What follows belongs to an exercise in optimizing a design on an open flow for small area, a short achievable clock period and few clock cycles per item; a production flow would make more cautious choices. Only simulation tests tie the RTL to the original design; equivalence was not proved. Power is estimated from default activity; no workload was simulated.

## bias_relu
module bias_relu #(
  parameter int ROWS    = 4,
  parameter int COLS    = 4,
  parameter int RELU_EN = 1
) (
  input  logic                              clk,
  input  logic                              rst,
  input  logic                              enable,
  input  logic [ROWS-1:0][COLS-1:0][31:0]   matrix_in,
  input  logic [ROWS-1:0][31:0]             bias,
  output logic [ROWS-1:0][COLS-1:0][31:0]   result,
  output logic                              busy,
  output logic                              done
);
Size in the first run: roughly 4800 cells after synthesis, ~500 flip-flops, ~1200 I/O pins, about 39000 µm² of cells after synthesis.
clock: 6.5 ns
lec_check: 0
cap_margin: 20
core_area: 4 4 426 426
die_area: 0 0 430 430
setup_slack_margin: 3.8
slew_margin: 20
standard.sh (not shown) runs the stock make flow with config.mk's settings and CLKGATE_MAP_FILE= SYNTH_SCRIPT=/design/flow/synth_recipe.tcl, a recipe that flattens the netlist after the stock synthesis.
==> flow/flow/run.sh <==
#!/bin/bash
# Own layout flow: the standard layout (standard.sh), with
#  - synthesis through flow/synth.tcl: the standard flow's synthesis script with ABC on
#    flow/abc.script (structural mapping, no restructuring) and without the
#    full/half-adder extraction, so the RTL's adder structure is kept;
#  - the port buffers made of sky130_fd_sc_hd__buf_1 instead of the cell
#    buffer_ports picks by default.
# make's output goes to standard_make.log; ORFS keeps each step's log in
# orfs/logs/.
set -euo pipefail
export OWN_WORK=$PWD
export OWN_ABC_SCRIPT=$PWD/flow/abc.script
export BUFFER_PORTS_ARGS="-buffer_cell sky130_fd_sc_hd__buf_1"
export CTS_ARGS="-sink_clustering_enable -repair_clock_nets -buf_list sky130_fd_sc_hd__clkbuf_8 -dont_use_dummy_load"
export PRE_IO_PLACEMENT_TCL=$PWD/flow/pins.tcl
bash standard.sh SYNTH_SCRIPT=$PWD/flow/synth.tcl ADDER_MAP_FILE= finish > standard_make.log 2>&1
==> flow/flow/abc.script <==
&get -n
&st
&dch
&nf
&put
buffer -c
topo
stime -c
upsize -c
dnsize -c
==> flow/flow/pins.tcl <==
# Pin order for io placement (run before place_pins as PRE_IO_PLACEMENT_TCL):
# one matrix row per die edge. Along an edge: elements 0 and 1 of the row,
# the row's bias, elements 2 and 3. Inside an element its input and output
# bits alternate from bit 0 up, so each element's adder sits next to its
# own pins. The control pins go in the middle of the bottom edge.
set edges {bottom right top left}
for {set r 0} {$r < 4} {incr r} {
  set names {}
  for {set c 0} {$c < 4} {incr c} {
    if {$c == 2} {
      for {set k 0} {$k < 32} {incr k} { lappend names "bias\[[expr {$r*32 + $k}]\]" }
      if {$r == 0} { lappend names clk rst enable busy done }
    }
    set base [expr {($r*4 + $c) * 32}]
    for {set k 0} {$k < 32} {incr k} {
      lappend names "matrix_in\[[expr {$base + $k}]\]" "result\[[expr {$base + $k}]\]"
    }
  }
  set_io_pin_constraint -pin_names $names -region [lindex $edges $r]:* -group -order
}
==> flow/flow/synth.tcl <==
proc abc {args} {
  set i [lsearch -exact $args -script]
  if {$i >= 0} { lset args [expr {$i + 1}] $::env(OWN_ABC_SCRIPT) }
  yosys abc {*}$args
}
source $::env(OWN_WORK)/synth_recipe.tcl
The starting point ran to the end with no violations.
Testbench counts at the start, summed over its fixed seeds: cycles 3,192, items 1,600.
Edit:
--- a/flow/flow/run.sh
+++ b/flow/flow/run.sh
@@ -15 +14,0 @@
-export PRE_IO_PLACEMENT_TCL=$PWD/flow/pins.tcl
--- a/flow/config.mk
+++ b/flow/config.mk
@@ -9,3 +9,4 @@
-export CORE_AREA = 4 4 426 426
-export DIE_AREA = 0 0 430 430
-export SETUP_SLACK_MARGIN = 3.8
+export CORE_MARGIN = 2
+export CORE_UTILIZATION = 35
+export PLACE_DENSITY = 0.85
+export SETUP_SLACK_MARGIN = 3.0
removed: flow/flow/pins.tcl
What happened: Count of clock-buffer cells in the layout decreases by 5; clock power shrinks by about 4%; register-to-register slack got worse by 0.35 ns; total power decreases by 10%; non-clock buffer count fell by 371; routed wire length increases by 9.9%; combinational power decreases by 19%; worst setup slack is worse by 0.43 ns.
Edit:
--- a/flow/flow/run.sh
+++ b/flow/flow/run.sh
@@ -14 +13,0 @@
-export CTS_ARGS="-sink_clustering_enable -repair_clock_nets -buf_list sky130_fd_sc_hd__clkbuf_8 -dont_use_dummy_load"
--- a/flow/config.mk
+++ b/flow/config.mk
@@ -11 +10,0 @@
-export PLACE_DENSITY = 0.85
Core utilization rises by 1.2 points; cell count rises by 0.61%; cell area rises by 2.8%; sequential power falls by about 2%.
Edit:
==> flow/flow/run.sh (replaced) <==
#!/bin/bash
# Own layout flow: the standard layout (standard.sh) with these changes:
#  - synthesis through flow/synth.tcl: the standard flow's synthesis script with ABC run
#    on flow/abc.script (structural mapping, no restructuring) and without
#    the full/half-adder extraction, so the RTL's prefix adder is kept;
#    registers are mapped before ABC, as in the standard synthesis;
#  - port buffers of sky130_fd_sc_hd__buf_1 instead of the cell buffer_ports
#    picks by default (repair may still upsize them);
#  - clock tree from sky130_fd_sc_hd__clkbuf_8 without dummy loads;
#  - pins placed by flow/pins.tcl: one matrix row per die edge, each
#    element's pins together, next to its adder.
# make's output goes to standard_make.log; ORFS keeps each step's log in
# orfs/logs/.
set -euo pipefail
export OWN_WORK=$PWD
export OWN_ABC_SCRIPT=$PWD/flow/abc.script
export BUFFER_PORTS_ARGS="-buffer_cell sky130_fd_sc_hd__buf_1"
export CTS_ARGS="-sink_clustering_enable -repair_clock_nets -buf_list sky130_fd_sc_hd__clkbuf_8 -dont_use_dummy_load"
export PRE_IO_PLACEMENT_TCL=$PWD/flow/pins.tcl
bash standard.sh SYNTH_SCRIPT=$PWD/flow/synth.tcl ADDER_MAP_FILE= finish > standard_make.log 2>&1
==> flow/flow/pins.tcl (new file) <==
# Pin order for io placement (run before place_pins as PRE_IO_PLACEMENT_TCL):
# one matrix row per die edge. Along an edge: elements 0 and 1 of the row,
# the row's bias, elements 2 and 3. Inside an element its input and output
# bits alternate from bit 0 up, so each element's adder sits next to its
# own pins. The control pins go in the middle of the bottom edge.
set edges {bottom right top left}
for {set r 0} {$r < 4} {incr r} {
  set names {}
  for {set c 0} {$c < 4} {incr c} {
    if {$c == 2} {
      for {set k 0} {$k < 32} {incr k} { lappend names "bias\[[expr {$r*32 + $k}]\]" }
      if {$r == 0} { lappend names clk rst enable busy done }
    }
    set base [expr {($r*4 + $c) * 32}]
    for {set k 0} {$k < 32} {incr k} {
      lappend names "matrix_in\[[expr {$base + $k}]\]" "result\[[expr {$base + $k}]\]"
    }
  }
  set_io_pin_constraint -pin_names $names -region [lindex $edges $r]:* -group -order
}
--- a/flow/config.mk
+++ b/flow/config.mk
@@ -9,3 +9,3 @@
-export CORE_MARGIN = 2
-export CORE_UTILIZATION = 35
-export SETUP_SLACK_MARGIN = 3.0
+export CORE_AREA = 4 4 426 426
+export DIE_AREA = 0 0 430 430
+export SETUP_SLACK_MARGIN = 3.4
Result:
- The new run went through all stages and came out clean
- final cell count is higher by 12%
- routed wire length drops by 14%
- clock skew came out lower by 0.012 ns
- design area goes up by 5.2%
- core utilization shrinks by 15 points
- count of clock-buffer cells in the layout went up by 22
- setup slack is better by 0.33 ns
- die area is higher by 61%
- via count goes up by 0.62%
- combinational power went down by about 3%
- synthesized area does not change
Edit:
==> flow/flow/run.sh (replaced) <==
#!/bin/bash
# Own layout flow: the standard layout (standard.sh), with
#  - synthesis through flow/synth.tcl: the standard flow's synthesis script with ABC on
#    flow/abc.script (structural mapping, no restructuring) and without the
#    full/half-adder extraction, so the RTL's adder structure is kept;
#  - the port buffers made of sky130_fd_sc_hd__buf_1 instead of the cell
#    buffer_ports picks by default.
# make's output goes to standard_make.log; ORFS keeps each step's log in
# orfs/logs/.
set -euo pipefail
export OWN_WORK=$PWD
export OWN_ABC_SCRIPT=$PWD/flow/abc.script
export BUFFER_PORTS_ARGS="-buffer_cell sky130_fd_sc_hd__buf_1"
export PLACE_PINS_ARGS="-min_distance 1 -min_distance_in_tracks"
bash standard.sh SYNTH_SCRIPT=$PWD/flow/synth.tcl ADDER_MAP_FILE= finish > standard_make.log 2>&1
--- a/flow/config.mk
+++ b/flow/config.mk
@@ -9,3 +9,3 @@
-export CORE_AREA = 4 4 426 426
-export DIE_AREA = 0 0 430 430
-export SETUP_SLACK_MARGIN = 3.4
+export CORE_MARGIN = 2
+export CORE_UTILIZATION = 60
+export SETUP_SLACK_MARGIN = 3.0
removed: flow/flow/pins.tcl
Effect: The changed run ran to the end with no violations; setup slack got worse by 0.36 ns; power grows by 7.9%; register-to-register slack got worse by 0.14 ns; hold slack got worse by 0.0037 ns.
Edit:
--- a/flow/flow/run.sh
+++ b/flow/flow/run.sh
@@ -14 +14,2 @@
-export PLACE_PINS_ARGS="-min_distance 1 -min_distance_in_tracks"
+export CTS_ARGS="-sink_clustering_enable -repair_clock_nets -buf_list sky130_fd_sc_hd__clkbuf_8 -dont_use_dummy_load"
+export PRE_IO_PLACEMENT_TCL=$PWD/flow/pins.tcl
==> flow/flow/pins.tcl (new file) <==
# Pin order for io placement (run before place_pins as PRE_IO_PLACEMENT_TCL):
# one matrix row per die edge. Along an edge: elements 0 and 1 of the row,
# the row's bias, elements 2 and 3. Inside an element its input and output
# bits alternate from bit 0 up, so each element's adder sits next to its
# own pins. The control pins go in the middle of the bottom edge.
set edges {bottom right top left}
for {set r 0} {$r < 4} {incr r} {
  set names {}
  for {set c 0} {$c < 4} {incr c} {
    if {$c == 2} {
      for {set k 0} {$k < 32} {incr k} { lappend names "bias\[[expr {$r*32 + $k}]\]" }
      if {$r == 0} { lappend names clk rst enable busy done }
    }
    set base [expr {($r*4 + $c) * 32}]
    for {set k 0} {$k < 32} {incr k} {
      lappend names "matrix_in\[[expr {$base + $k}]\]" "result\[[expr {$base + $k}]\]"
    }
  }
  set_io_pin_constraint -pin_names $names -region [lindex $edges $r]:* -group -order
}
--- a/flow/config.mk
+++ b/flow/config.mk
@@ -9,3 +9,3 @@
-export CORE_MARGIN = 2
-export CORE_UTILIZATION = 60
-export SETUP_SLACK_MARGIN = 3.0
+export CORE_AREA = 4 4 426 426
+export DIE_AREA = 0 0 430 430
+export SETUP_SLACK_MARGIN = 3.6
What happened: The changed run finished clean; routed wire length is higher by 5.6%; sequential share of layout area is lower by 2.6 points; register-to-register slack gains 0.06 ns; power goes down by 4.1%; hold slack improved by 0.0036 ns; final area rose by 14%; area after synthesis stays the same.

---

Starting RTL as in the previous note.
export LEC_CHECK = 0
export CAP_MARGIN = 20
export CORE_AREA = 4 4 426 426
export DIE_AREA = 0 0 430 430
export SETUP_SLACK_MARGIN = 3.4
export SLEW_MARGIN = 20
create_clock -name core_clock -period 6.5 [get_ports {clk}]
==> flow/flow/run.sh <==
#!/bin/bash
# Own layout flow: the standard layout (standard.sh), with
#  - synthesis through flow/synth.tcl: the standard flow's synthesis script with ABC on
#    flow/abc.script (structural mapping, no restructuring) and without the
#    full/half-adder extraction, so the RTL's adder structure is kept;
#  - the port buffers made of sky130_fd_sc_hd__buf_1 instead of the cell
#    buffer_ports picks by default.
# make's output goes to standard_make.log; ORFS keeps each step's log in
# orfs/logs/.
set -euo pipefail
export OWN_WORK=$PWD
export OWN_ABC_SCRIPT=$PWD/flow/abc.script
export BUFFER_PORTS_ARGS="-buffer_cell sky130_fd_sc_hd__buf_1"
export CTS_ARGS="-sink_clustering_enable -repair_clock_nets -buf_list sky130_fd_sc_hd__clkbuf_8 -dont_use_dummy_load"
export PRE_IO_PLACEMENT_TCL=$PWD/flow/pins.tcl
bash standard.sh SYNTH_SCRIPT=$PWD/flow/synth.tcl ADDER_MAP_FILE= finish > standard_make.log 2>&1
==> flow/flow/pins.tcl <==
# Pin order for io placement (run before place_pins as PRE_IO_PLACEMENT_TCL):
# one matrix row per die edge. Along an edge: elements 0 and 1 of the row,
# the row's bias, elements 2 and 3. Inside an element its input and output
# bits alternate from bit 0 up, so each element's adder sits next to its
# own pins. The control pins go in the middle of the bottom edge.
set edges {bottom right top left}
for {set r 0} {$r < 4} {incr r} {
  set names {}
  for {set c 0} {$c < 4} {incr c} {
    if {$c == 2} {
      for {set k 0} {$k < 32} {incr k} { lappend names "bias\[[expr {$r*32 + $k}]\]" }
      if {$r == 0} { lappend names clk rst enable busy done }
    }
    set base [expr {($r*4 + $c) * 32}]
    for {set k 0} {$k < 32} {incr k} {
      lappend names "matrix_in\[[expr {$base + $k}]\]" "result\[[expr {$base + $k}]\]"
    }
  }
  set_io_pin_constraint -pin_names $names -region [lindex $edges $r]:* -group -order
}
Scripts as last shown in full above: flow/flow/abc.script, flow/flow/synth.tcl
The baseline finished clean.
Testbench counts at the start, summed over its fixed seeds: cycles 3,192, items 1,600.
Next try:
- SETUP_SLACK_MARGIN: 3.4 -> 3.0
Outcome:
- The new run went through all stages and came out clean
- worst setup slack loses 370 ps
- die area does not change
- cell count went down by 0.76%
- worst hold slack hardly moves
- global-route usage goes down by 0.27 points
- total power decreases by 3.0%
- wire length is lower by 2.1%
- synthesized area is unchanged
- clock power goes down by about 2%
- via count came out lower by 1.6%
- critical path depth fell by 1
Next try:
--- a/flow/flow/run.sh
+++ b/flow/flow/run.sh
@@ -13,4 +13,2 @@
 export BUFFER_PORTS_ARGS="-buffer_cell sky130_fd_sc_hd__buf_1"
-export CTS_ARGS="-sink_clustering_enable -repair_clock_nets -buf_list sky130_fd_sc_hd__clkbuf_8 -dont_use_dummy_load"
-export PRE_IO_PLACEMENT_TCL=$PWD/flow/pins.tcl
 bash standard.sh SYNTH_SCRIPT=$PWD/flow/synth.tcl ADDER_MAP_FILE= finish > standard_make.log 2>&1
- CORE_AREA: 4 4 426 426 -> default
- CORE_MARGIN: default -> 2
- CORE_UTILIZATION: default -> 35
- DIE_AREA: 0 0 430 430 -> default
- PLACE_DENSITY: default -> 0.85
removed: flow/flow/pins.tcl
After rerunning: Design area shrinks slightly; routed wire length grows by a quarter to a third; sequential power grows slightly; via count grows by a few percent; clock-buffer cell count shrinks by 18.
Next try:
--- a/flow/flow/run.sh
+++ b/flow/flow/run.sh
@@ -13,2 +13,3 @@
 export BUFFER_PORTS_ARGS="-buffer_cell sky130_fd_sc_hd__buf_1"
+export PLACE_PINS_ARGS="-min_distance 1 -min_distance_in_tracks"
 bash standard.sh SYNTH_SCRIPT=$PWD/flow/synth.tcl ADDER_MAP_FILE= finish > standard_make.log 2>&1
- CORE_UTILIZATION: 35 -> 60
- PLACE_DENSITY: 0.85 -> 0.9
Register-to-register slack gains 330 ps.
Worst setup slack is better by 7.6 ps.
Routed wire length shrinks by about a fifth.
Sequential cell count does not change.
Next try:
--- a/flow/flow/run.sh
+++ b/flow/flow/run.sh
@@ -13,3 +13,3 @@
 export BUFFER_PORTS_ARGS="-buffer_cell sky130_fd_sc_hd__buf_1"
-export PLACE_PINS_ARGS="-min_distance 1 -min_distance_in_tracks"
+export CTS_ARGS="-sink_clustering_enable -repair_clock_nets -buf_list sky130_fd_sc_hd__clkbuf_8 -dont_use_dummy_load"
 bash standard.sh SYNTH_SCRIPT=$PWD/flow/synth.tcl ADDER_MAP_FILE= finish > standard_make.log 2>&1
- CORE_UTILIZATION: 60 -> 35
- PLACE_DENSITY: 0.9 -> default
Clock-buffer cell count rises by 19.
Cell area barely changes.
Power falls by a few percent.
Global-route usage falls by 13 points.
Via count falls by a few percent.
Synthesized area does not change.
Next try:
--- a/flow/flow/run.sh
+++ b/flow/flow/run.sh
@@ -13,3 +13,2 @@
 export BUFFER_PORTS_ARGS="-buffer_cell sky130_fd_sc_hd__buf_1"
-export CTS_ARGS="-sink_clustering_enable -repair_clock_nets -buf_list sky130_fd_sc_hd__clkbuf_8 -dont_use_dummy_load"
 bash standard.sh SYNTH_SCRIPT=$PWD/flow/synth.tcl ADDER_MAP_FILE= finish > standard_make.log 2>&1
- SETUP_SLACK_MARGIN: 3.0 -> 3.5
- worst setup slack improves by 230 ps
- flip-flop and latch count is unchanged
- combinational power increases by about a fifth
- total power increases by about a fifth
- clock-buffer cell count decreases by 7

separate check: timing with driven ports:
How much do the figures lean on ideal ports? The routed layouts below were timed once more, with nothing changed but the port constraints. Step 1 (the two cells are an assumption about what drives the block):
set clk [get_ports {clk}]
set_driving_cell -lib_cell sky130_fd_sc_hd__clkbuf_16 $clk
set_driving_cell -lib_cell sky130_fd_sc_hd__buf_2 [delete_from_list [all_inputs] $clk]
Step 2 also shifts input and output timing later by t, the mid clock arrival at the registers, as if the neighbouring blocks saw the same clock. Three values: ideal, step 1, step 2; two values: the first two.
run | t, ns | setup WS [ns] | clock arrival spread, ns
the first run of note 1 | 0.831 | 3.398 / 3.380 / 2.550 | 0.056 / 0.057
the second run of note 1 | 0.779 | 2.966 / 2.922 / 2.142 | 0.099 / 0.099
the third run of note 1 | 0.742 | 2.981 / 3.029 / 2.287 | 0.054 / 0.054
the fourth run of note 1 | 0.824 | 3.310 / 3.324 / 2.500 | 0.048 / 0.048
the fifth run of note 1 | 0.710 | 2.945 / 2.985 / 2.274 | 0.022 / 0.021
the sixth run of note 1 | 0.821 | 3.394 / 3.401 / 2.580 | 0.044 / 0.044
the first run of note 2 | 0.824 | 3.310 / 3.324 / 2.500 | 0.048 / 0.048
the second run of note 2 | 0.792 | 2.943 / 2.959 / 2.167 | 0.050 / 0.050
the third run of note 2 | 0.730 | 3.009 / 2.968 / 2.238 | 0.036 / 0.037
the fourth run of note 2 | 0.718 | 3.016 / 2.996 / 2.278 | 0.048 / 0.048
the fifth run of note 2 | 0.775 | 3.024 / 3.042 / 2.267 | 0.096 / 0.096
the sixth run of note 2 | 0.700 | 3.256 / 3.231 / 2.531 | 0.042 / 0.042
After both steps every run listed still meets setup and hold. For the first run of note 1, which loses most, drivers alone change the setup slack by -0.018 ns; drivers and shift together by -0.848 ns.
